What follows belongs to an exercise in optimizing a design on an open flow for small area, a short achievable clock period and few clock cycles per item; a production flow would make more cautious choices. Only simulation tests tie the RTL to the original design; equivalence was not proved. Power is estimated from default activity; no workload was simulated.

$ cat flow/run.sh
#!/bin/bash
# synth_recipe.tcl (not shown) runs the flow's synth.tcl, then flattens the netlist and writes it again
# the make line also repeats each setting of config.mk as NAME=value (left out here)
make -C /OpenROAD-flow-scripts/flow DESIGN_CONFIG=/design/flow/config.mk WORK_HOME=/design/flow/orfs CLKGATE_MAP_FILE= SYNTH_SCRIPT=/design/flow/synth_recipe.tcl finish
$ cat flow/config.mk
export PLATFORM = sky130hd
export DESIGN_NAME = data_mem_ctrl
export DESIGN_NICKNAME = data_mem_ctrl
export VERILOG_FILES = /design/flow/design.v
export SDC_FILE = /design/flow/constraint.sdc
export NUM_CORES = 4
export LEC_CHECK = 0
export CAP_MARGIN = 20
export CORE_MARGIN = 2
export CORE_UTILIZATION = 40
export SLEW_MARGIN = 20
$ cat flow/constraint.sdc
create_clock -name core_clock -period 6.0 [get_ports {clk}]
set_input_delay 1.2000 -clock core_clock [delete_from_list [all_inputs] [get_ports {clk}]]
set_output_delay 1.2000 -clock core_clock [all_outputs]
set_load 0.01 [all_outputs]
$ cat flow/design.v
module data_mem_ctrl #(
  parameter int DW    = 16,
  parameter int AW    = 8,
  parameter int DEPTH = 256,
  parameter int WAIT  = 1
) (
  input  logic            clk,
  input  logic            reset,
  input  logic            req_i,
  input  logic            we_i,
  input  logic [DW/8-1:0] be_i,
  input  logic [AW-1:0]   addr_i,
  input  logic [DW-1:0]   din_i,
  output logic [DW-1:0]   dout_o,
  output logic            ack_o,
  output logic            err_o,
  output logic            busy_o
);
  localparam int NB = DW / 8;
  localparam logic [AW:0]   DEPTH_W = (AW+1)'(DEPTH);
  localparam logic [AW-1:0] LAST    = AW'(DEPTH - 1);
  typedef enum logic [1:0] {
    S_INIT,
    S_IDLE,
    S_RWAIT,
    S_ACK
  } state_t;
  state_t        state_q;
  logic [AW-1:0] idx_q;
  logic [AW-1:0] addr_q;
  logic          oor_q;
  logic [2:0]    cnt_q;
  logic [DW-1:0] dout_q;
  logic          ack_q;
  logic          err_q;
  logic          busy_q;
  logic [DW-1:0] mem [DEPTH];
  function automatic logic [DW-1:0] init_word(
    input logic [AW-1:0] i
  );
    logic [15:0] w;
    case (i)
      0:       w = 16'h000a;
      1:       w = 16'h02cd;
      2:       w = 16'h0059;
      3:       w = 16'h0059;
      4:       w = 16'h0102;
      5:       w = 16'h0048;
      6:       w = 16'h0000;
      7:       w = 16'h0100;
      8:       w = 16'h10c3;
      9:       w = 16'h00cd;
      10:      w = 16'h0559;
      default: w = 16'h0000;
    endcase
    init_word = w;
  endfunction
  logic in_rng_i;
  assign in_rng_i = ({1'b0, addr_i} < DEPTH_W);
  logic          mem_we;
  logic [AW-1:0] mem_idx;
  logic [DW-1:0] mem_wdata;
  logic [NB-1:0] mem_be;
  always_comb begin
    mem_we    = 1'b0;
    mem_idx   = '0;
    mem_wdata = '0;
    mem_be    = '0;
    if (state_q == S_INIT) begin
      mem_we    = 1'b1;
      mem_idx   = idx_q;
      mem_wdata = init_word(idx_q);
      mem_be    = '1;
    end else if (state_q == S_IDLE && req_i
                 && we_i && in_rng_i) begin
      mem_we    = 1'b1;
      mem_idx   = addr_i;
      mem_wdata = din_i;
      mem_be    = be_i;
    end
  end
  always_ff @(posedge clk) begin
    if (mem_we) begin
      for (int i = 0; i < NB; i++) begin
        if (mem_be[i])
          mem[mem_idx][8*i +: 8] <= mem_wdata[8*i +: 8];
      end
    end
  end
  logic [AW-1:0] rd_addr;
  logic          rd_ok;
  logic [DW-1:0] rd_word;
  assign rd_addr = (state_q == S_IDLE) ? addr_i : addr_q;
  assign rd_ok   = (state_q == S_IDLE) ? in_rng_i : !oor_q;
  assign rd_word = rd_ok ? mem[rd_addr] : '0;
  always_ff @(posedge clk or posedge reset) begin
    if (reset) begin
      state_q <= S_INIT;
      idx_q   <= '0;
      addr_q  <= '0;
      oor_q   <= 1'b0;
      cnt_q   <= '0;
      dout_q  <= '0;
      ack_q   <= 1'b0;
      err_q   <= 1'b0;
      busy_q  <= 1'b1;
    end else begin
      unique case (state_q)
        S_INIT: begin
          idx_q <= idx_q + 1'b1;
          if (idx_q == LAST) begin
            idx_q   <= '0;
            busy_q  <= 1'b0;
            state_q <= S_IDLE;
          end
        end
        S_IDLE: begin
          if (req_i) begin
            addr_q <= addr_i;
            oor_q  <= !in_rng_i;
            cnt_q  <= 3'(WAIT);
            if (we_i || WAIT == 0) begin
              if (!we_i)
                dout_q <= rd_word;
              ack_q   <= 1'b1;
              err_q   <= !in_rng_i;
              state_q <= S_ACK;
            end else begin
              state_q <= S_RWAIT;
            end
          end
        end
        S_RWAIT: begin
          cnt_q <= cnt_q - 1'b1;
          if (cnt_q == 3'd1) begin
            dout_q  <= rd_word;
            ack_q   <= 1'b1;
            err_q   <= oor_q;
            state_q <= S_ACK;
          end
        end
        S_ACK: begin
          ack_q   <= 1'b0;
          err_q   <= 1'b0;
          state_q <= S_IDLE;
        end
        default: state_q <= S_INIT;
      endcase
    end
  end
  assign dout_o = dout_q;
  assign ack_o  = ack_q;
  assign err_o  = err_q;
  assign busy_o = busy_q;
endmodule
==> metrics.csv <==
metric,value,unit
flop2flop setup slack,0.60,ns
Worst Path Arrival,6.32,ns
nets,9998,
Synth Register Bits,4135,
Setup crit end kind,flop,
Post-Place Setup Slack,0.291,ns
"area leader, netlist",edfxtp_1,
share of cells above drive strength 1,0.204,
CTS tree,done,
asr flop ratio synth,0.00943,
RePlAce Congestion,0.861,
crit start category,flop,
Die ar.,413000,um2
Resize count post-CTS,0,
Placed Cells,15000,
met1 Use GR,0.306,
Vias,92000,
FF-to-FF path depth,12,
synth-to-layout area growth,16.0,%
Clock Pin Slew Worst Setup and Hold Paths,0.06,ns
HP Class,reg -> reg,
I/O Buffers,47,
WL/cell,30.3,um
Post-synth EDFFs,4096,
reg2reg start,state_q[1],
Critical Path Source,state_q[1],
Die X,642,um
Initial Utilization,0.402,
area occupied by multi-input gates,35900,um2
largest net degree at the start of global routing,181,
GR Util met3,0.0401,
Max Freq,185,MHz
fin crit period,5.40,ns
number of buffers created by CTS,415,
FILL cells,34100,
R2R Path End,dout_q[13],
"Seq/Total Area, Yosys",0.761,
Slew headroom,0.236,
post-synth top area share,0.755,
Cells after Synth,9219,
Final Max Slew Viols,0,
number of global-route vias before repair,90300,
gr ovfl total,0,
postcts setup bufs,0,
most heavily used metal layer in global routing,met2,
Final setup violation count,0,
Final Hold Viols,0,
fin crit share,0.901,
clk_skew,0.0654,ns
status,"complete, no violations",
DRT Pass-1 Iters,8,
Synthesis Warnings,1,
PwrDens,498,nW/um2
Syn Nets,9262,
Die H,642,um
GRT Total Usage,0.225,
sum of negative setup slack,0,ns
"top cells by area, synth","edfxtp_1 75%, mux4_2 7.1%, mux2i_1 4.3%, nand2_1 2.2%, a21oi_1 1.5%",
CP Capture Point,dout_q[13],
CP Data Required Time,6.92,ns
RSZ-0062 raised after global routing,false,
Vias per Instance,5.85,
area taken by flip-flops and latches,124000,um2
core area,406000,um2
power consumption,94.1,mW
Routed WL,476000,um
Avg Inst Size Synth,17.7,um2
library cells used by synthesis,76,
CTS Buffer Depth,4,
clock root buffer,clkbuf_16,
CTS Sinks,4135,
H-tree levels,5,
grt met2 use,0.361,
Finished Layout Cells,15700,
final HPWL from detailed placement,291000,um
setup ws final,0.595,ns
Routed Antenna Nets,0,
worst-skew pair later-pin latency,0.98,ns
first-pass GRT wire length,675000,um
Rows,234,
Max Cap Viol,0,
hold_buf cts,0,
I/O pin count,49,
DRC,0,
1st-iter DRT viols,11500,
Slew @ Worst Pin,1.13,ns
worst-path fanout max,25,
initial antenna violation count,29,
"Cell Area, Synth",163000,um2
CP Class,reg -> reg,
Main synth FF type,edfxtp_1,
peak supply drop,412,uV
Leak Pwr,63.3,nW
-- routing by layer --
metal,vias to the layer above,part of all wire
met1,47900,0.39
li1,38400,-
met2,4941,0.47
met3,810,0.091
met5,-,0.00023
met4,11,0.042
-- Yosys cell counts, types with 84 or more instances --
| master | count |
|---|---|
| edfxtp_1 | 4096 |
| nand2_1 | 944 |
| mux2i_1 | 705 |
| nor2_1 | 569 |
| mux4_2 | 517 |
| a21oi_1 | 479 |
| clkbuf_1 | 293 |
| o22ai_1 | 221 |
| o221ai_1 | 183 |
| nor3_1 | 163 |
| o21ai_0 | 112 |
| buf_6 | 84 |
-- kinds of logic after synthesis --
kind of cell,after synthesis,share of synthesized area
compound gates,1304,0.0524
xor+xnor,4,0.000215
fa+ha+maj,13,0.000998
buf+inv,628,0.0217
flops,4135,0.761
mux,1244,0.116
other cells,1,0.0000230
simple gates,1890,0.0475
-- state kept, by name, indices dropped and copies added, names as in the netlist --
register / cells
mem: 4096
dout_q: 16
addr_q: 8
idx_q: 8
cnt_q: 3
state_q: 2
ack_q: 1
busy_q: 1
-- worst min-delay path by stage --
stage | startpoint | to | slack (ns) | depth (start not counted)
after floorplan | cnt_q[0] | cnt_q[0] | 0.48 | 1
after global placement | busy_q | busy_q | 0.48 | 1
after detailed placement | busy_q | busy_q | 0.48 | 1
after CTS | busy_q | busy_q | 0.49 | 1
after global routing | busy_q | busy_q | 0.49 | 1
final | busy_q | busy_q | 0.49 | 1
-- power breakdown --
group	leakage, nW	internal [mW]	switching, mW
logic	18.6	11.3	22.3
registers	38.0	33.7	0.269
clock network	6.74	15.4	11.0
total	63.3	60.4	33.7
-- area by class of cell --
cell class,instances,area share
multi-input cells,4456,0.190
flip-flops and latches,4135,0.656
repair buffers,928,0.0445
well taps,5428,0.0359
inverters,19,0.000377
diodes,10,0.000132
clock inverters,288,0.0162
clock buffers,473,0.0568
-- worst max-delay path, cell delays in order (launching register included) --
cell and delay, ns:
dfrtp_1 0.41, inv_1 0.12, ha_2 0.65, mux2i_4 0.99, buf_12 0.33, nor2_1 0.23
buf_4 0.27, o221ai_1 0.18, o21ai_0 0.22, a211oi_1 0.59, a211oi_1 0.18, o221ai_1 0.81
o221a_2 0.33
-- per-stage QoR --
| step | cell area (um2) | hold WS, ns | utilization |
|---|---|---|---|
| after floorplan | 163000 | 0.477 | - |
| after global placement | 175000 | 0.477 | 0.432 |
| after detailed placement | 175000 | 0.481 | 0.432 |
| after CTS | 189000 | 0.489 | 0.466 |
| after global routing | 189000 | 0.490 | 0.466 |
| final | 189000 | 0.486 | 0.466 |
-- placed cells by master (no fill, tap or decap), drive strengths merged, types with 8 or more instances in the layout --
master / n
o21a: 11
diode: 10
o22ai: 221
edfxtp: 4096
nand4: 10
o211ai: 10
nand2: 944
mux4: 518
a211oi: 16
clkinvlp: 17
a221oi: 10
o221ai: 184
o221a: 11
ha: 13
o311ai: 25
nor2: 569
buf: 880
clkdlybuf4s50: 47
dfrtp: 38
a32oi: 12
nor2b: 8
clkbuf: 474
bufinv: 59
nor4: 74
o32ai: 14
and2: 13
a31oi: 43
mux2: 20
a311oi: 52
mux2i: 706
a2111oi: 36
o21ai: 117
nor3: 163
nand3: 82
clkinv: 197
a21oi: 479
inv: 34
Testbench counts, summed over its fixed seeds: cycles 42,144, items 16,000.

-- afterwards: timing with drivers on the ports --
The results above use ideal ports. As a check the final layout listed here was re-extracted and re-timed, cells and wires unchanged.
Step 1: set_driving_cell puts a clkbuf_16 on clk and a buf_2 on each other input, an assumption about the parent block.
Step 2 adds t to the input delays and takes it off the output delays; t is the mean of the earliest and latest rising clock arrival at the registers after step 1. Input paths then give back, and output paths get back, about the clock's delay inside the block.
Slacks: ideal / step 1 / step 2; pairs: ideal / step 1.
t (ns): 1.051
setup slack, ns: 0.595 / 0.595 / 0.062
hold WS [ns]: 0.486 / 0.486 / 0.486
clock arrival spread, ns: 0.078 / 0.078
worst register clock-pin slew, ns: 0.07 / 0.07
After both steps setup and hold are still met in this run. The setup slack of this run moves by 0.000 ns with the drivers and by -0.533 ns with both steps.
